What follows belongs to an exercise in optimizing a design on an open flow for small area and few clock cycles; a production flow would make more cautious choices. In this exercise RTL edits were held to simulation tests only and were not proved equivalent to the original. No activity file was given, so power comes from the tool's default toggle rates.

## R
## dbf_table_stream_parser_unit
module dbf_table_stream_parser_unit #(
	parameter int MAX_FIELDS = dbfp_pkg::MAX_FIELDS_DEF
) (
	input  wire logic        clk,
	input  wire logic        arst_n,
	input  wire logic        in_valid,
	output logic             in_ready,
	input  wire logic [7:0]  data_byte,
	input  wire logic        end_of_input,
	output logic             out_valid,
	input  wire logic        out_ready,
	output logic [2:0]       kind,
	output logic [31:0]      record_index,
	output logic [7:0]       field_index,
	output logic [3:0]       field_type,
	output logic [7:0]       field_byte,
	output logic             last_of_field,
	output logic             deleted,
	output logic [31:0]      ext_offset,
	output logic [15:0]      ext_length,
	output logic [1:0]       error_code,
	output logic [23:0]      date_stamp,
	output logic [8:0]       field_count
);
For scale: roughly 5,200 cells after synthesis, ~3,400 flip-flops, ~81,000 um2 of cells after synthesis.
Settings: LEC_CHECK=0, CAP_MARGIN=20, CORE_MARGIN=2, CORE_UTILIZATION=65, CTS_CLUSTER_DIAMETER=100, CTS_CLUSTER_SIZE=30, GPL_TIMING_DRIVEN=0, SLEW_MARGIN=20, SYNTH_MEMORY_MAX_BITS=16384; clock period 10.0 ns.
standard.sh (not shown) runs the stock make flow with config.mk's settings and CLKGATE_MAP_FILE= SYNTH_SCRIPT=/design/flow/synth_recipe.tcl, a recipe that flattens the netlist after the stock synthesis.
==> flow/flow/run.sh <==
#!/bin/bash
# The standard layout (standard.sh, unchanged synthesis, floorplan, power grid, placement, clock
# tree, routing), with one change: the buffers that buffer_ports puts on every input and output
# port are sky130_fd_sc_hd__buf_1 instead of the buffer it picks by default.
# ORFS writes each tool's log under orfs/logs/; make's own output goes to make.log here.
set -euo pipefail
export BUFFER_PORTS_ARGS="-buffer_cell sky130_fd_sc_hd__buf_1"
bash standard.sh > make.log 2>&1
R was carried through to the last stage, and its layout satisfied the timing, DRC and antenna checks.
Testbench counts of R, summed over its fixed seeds: cycles 157,470.
#### Input delta (P over R)
Settings: a deleted GPL_TIMING_DRIVEN that had been 0; a change of SLEW_MARGIN from 20 to 0; a change of CAP_MARGIN from 20 to 0.
### Flow results
- Finished, but not clean: P, with max-capacitance violations, max-slew violations.
- Per the comparison of P with R, via count down about 1.3%, half-perimeter wire length after detailed placement down 1900 um, final worst-path setup slack now sits higher, met3 track demand over resource in global routing moved down.

Setup of lane 1:
dbf_table_stream_parser_unit, a different RTL version from the one above (not shown whole).
Size in the first run: about 5,400 cells after synthesis, ~3,400 flip-flops, about 0.082 sq mm of cells after synthesis.
export LEC_CHECK = 0
export CAP_MARGIN = 20
export CORE_MARGIN = 2
export CORE_UTILIZATION = 65
export CTS_CLUSTER_DIAMETER = 100
export CTS_CLUSTER_SIZE = 30
export SLEW_MARGIN = 20
export SYNTH_MEMORY_MAX_BITS = 16384
create_clock -name core_clock -period 10.0 [get_ports {clk}]
Scripts as last shown in full above: flow/flow/run.sh
Lane 1: no failed stages, no open violations at the end
Testbench counts of lane 1, summed over its fixed seeds: cycles 157,470.
For lane 2, these inputs were changed with respect to lane 1:
==> flow/run.sh (new file) <==
#!/bin/bash
# synth_recipe.tcl (not shown) runs the flow's synth.tcl, then flattens the netlist and writes it again
# the make line also repeats each setting of config.mk as NAME=value (left out here)
make -C /OpenROAD-flow-scripts/flow DESIGN_CONFIG=/design/flow/config.mk WORK_HOME=/design/flow/orfs CLKGATE_MAP_FILE= SYNTH_SCRIPT=/design/flow/synth_recipe.tcl finish
removed: flow/flow/run.sh
removed: flow/standard.sh
### Flow results
Lane 1 → lane 2: final instance area picked up an extra about 1%, clock tree skew after final layout picked up an extra 0.0085 ns, data arrival time of the critical path picked up an extra 0.52 ns.
Re clock network fraction of total power: lane 1 was higher than lane 2.
In lane 2 relative to lane 1, combinational logic power had gone up by more than 10%.
Detail-routed net length per standard cell (lower): lane 2
Shortest clock period the worst path allows after layout (lane 2 over lane 1): increase, 0.52 ns
Higher critical path depth goes to lane 1 over lane 2.
Any difference in power after layout between lane 1 and lane 2 is small enough to ignore.
| switching power total | lane 2 vs lane 1 | better |
The inputs of lane 3 differ from those of lane 2 as listed below.
-- flow/config.mk --
<<< lane 2, line 10
export CORE_UTILIZATION = 65
export CTS_CLUSTER_DIAMETER = 100
export CTS_CLUSTER_SIZE = 30
>>> lane 3, line 10
export CORE_UTILIZATION = 65
export CTS_CLUSTER_DIAMETER = 60
export CTS_CLUSTER_SIZE = 30
==> comparison <==
Lane 2 leaves more setup margin than lane 3.
Count of clock-buffer cells in the layout (lane 3 vs. lane 2) increases by more than 10%
Comparing lane 3 and lane 2, the higher share of power burned in the clock network is on lane 3.
Per the comparison of lane 3 with lane 2, detailed-route DRC error count has remained practically unchanged, total wirelength of the detailed-routed design has increased, post-route minimum period shows an increase of 0.0031 ns, detailed-route via count picked up an extra about 0.35%.
met2 track utilization from global routing in lane 3 is 0.91 points above lane 2.
Diff lane 2 -> lane 3: total power of the final layout up 0.69 mW; power of the combinational group flat.

dbf_table_stream_parser_unit with an RTL version that a note above also has.
Size in the first run: about 5,200 cells after synthesis, about 3,400 flip-flops, roughly 160 I/O pins, ~0.081 mm^2 of cells after synthesis.
==> flow/design.v (excerpt) <==
module dbf_table_stream_parser_unit #(
	parameter int MAX_FIELDS = dbfp_pkg::MAX_FIELDS_DEF
) (
	input  wire logic        clk,
	input  wire logic        arst_n,
	input  wire logic        in_valid,
	output logic             in_ready,
	input  wire logic [7:0]  data_byte,
	input  wire logic        end_of_input,
	output logic             out_valid,
	input  wire logic        out_ready,
	output logic [2:0]       kind,
	output logic [31:0]      record_index,
	output logic [7:0]       field_index,
	output logic [3:0]       field_type,
	output logic [7:0]       field_byte,
	output logic             last_of_field,
	output logic             deleted,
	output logic [31:0]      ext_offset,
	output logic [15:0]      ext_length,
	output logic [1:0]       error_code,
	output logic [23:0]      date_stamp,
	output logic [8:0]       field_count
);
make LEC_CHECK=0 CAP_MARGIN=20 CORE_MARGIN=2 CORE_UTILIZATION=65 CTS_CLUSTER_DIAMETER=80 CTS_CLUSTER_SIZE=24 SLEW_MARGIN=20 SYNTH_MEMORY_MAX_BITS=16384 finish   # period 10.0 ns
run.sh (not shown) runs the stock make flow with config.mk's settings and CLKGATE_MAP_FILE= SYNTH_SCRIPT=/design/flow/synth_recipe.tcl, a recipe that flattens the netlist after the stock synthesis.
Stock flow here: none of the scripts above is used.
The first run finished with timing, DRC and antenna clean.
Testbench counts at the start, summed over its fixed seeds: cycles 157,470.
Next try:
==> flow/flow/run.sh (new file) <==
#!/bin/bash
# The standard layout (standard.sh, unchanged synthesis, floorplan, power grid, placement, clock
# tree, routing), with one change: the buffers that buffer_ports puts on every input and output
# port are sky130_fd_sc_hd__buf_1 instead of the buffer it picks by default.
# ORFS writes each tool's log under orfs/logs/; make's own output goes to make.log here.
set -euo pipefail
export BUFFER_PORTS_ARGS="-buffer_cell sky130_fd_sc_hd__buf_1"
bash standard.sh > make.log 2>&1
==> flow/standard.sh (new file) <==
#!/bin/bash
# synth_recipe.tcl (not shown) runs the flow's synth.tcl, then flattens the netlist and writes it again
# the make line also repeats each setting of config.mk as NAME=value (left out here)
make -C /OpenROAD-flow-scripts/flow DESIGN_CONFIG=/design/flow/config.mk WORK_HOME=/design/flow/orfs CLKGATE_MAP_FILE= SYNTH_SCRIPT=/design/flow/synth_recipe.tcl "${@:-finish}"
--- a/flow/config.mk
+++ b/flow/config.mk
@@ -11,2 +11,2 @@
-export CTS_CLUSTER_DIAMETER = 80
-export CTS_CLUSTER_SIZE = 24
+export CTS_CLUSTER_DIAMETER = 90
+export CTS_CLUSTER_SIZE = 27
removed: flow/run.sh
Combinational power shrinks by 7.3%; wire length stays flat; setup slack gets better by 0.44 ns; clock power fell by 4.6%; global-route usage hardly moves; sequential share of layout area goes up by 1.3 points; total power fell by 1.8%; sequential cell count is unchanged.

[static timing again, ports no longer ideal]
In the flow no input, the clock included, has a driving cell. The finished layouts below were timed again as built, in two steps. Step 1 (the two cells are an assumption about what drives the block):
set clk [get_ports {clk}]
set_driving_cell -lib_cell sky130_fd_sc_hd__clkbuf_16 $clk
set_driving_cell -lib_cell sky130_fd_sc_hd__buf_2 [delete_from_list [all_inputs] $clk]
Step 2 moves the port delays by t, midway between the first and last clock arrival at a register: inputs arrive t later, outputs are due t later. That takes back most of the time a late clock gives input paths. Three values: no drivers, after step 1, after step 2; two values: the first two.
| run | shift t [ns] | setup slack, ns | hold slack, ns | worst register clock-pin slew, ns |
|---|---|---|---|---|
| R | 0.858 | 1.096 / 1.021 / 1.782 | 0.311 / 0.311 / 0.311 | 0.11 / 0.11 |
| P | 0.863 | 2.072 / 1.998 / 2.611 | 0.311 / 0.311 / 0.311 | 0.12 / 0.12 |
| lane 1 | 0.875 | 2.303 / 2.224 / 2.531 | 0.316 / 0.316 / 0.316 | 0.12 / 0.12 |
| lane 2 | 0.853 | 1.783 / 1.708 / 1.787 | 0.284 / 0.284 / 0.284 | 0.12 / 0.12 |
| lane 3 | 0.859 | 1.780 / 1.703 / 1.817 | 0.288 / 0.288 / 0.288 | 0.11 / 0.11 |
| the first run of note 3 | 0.883 | 1.844 / 1.769 / 1.860 | 0.303 / 0.303 / 0.303 | 0.10 / 0.10 |
| the second run of note 3 | 0.878 | 2.280 / 2.205 / 2.736 | 0.316 / 0.316 / 0.316 | 0.11 / 0.11 |
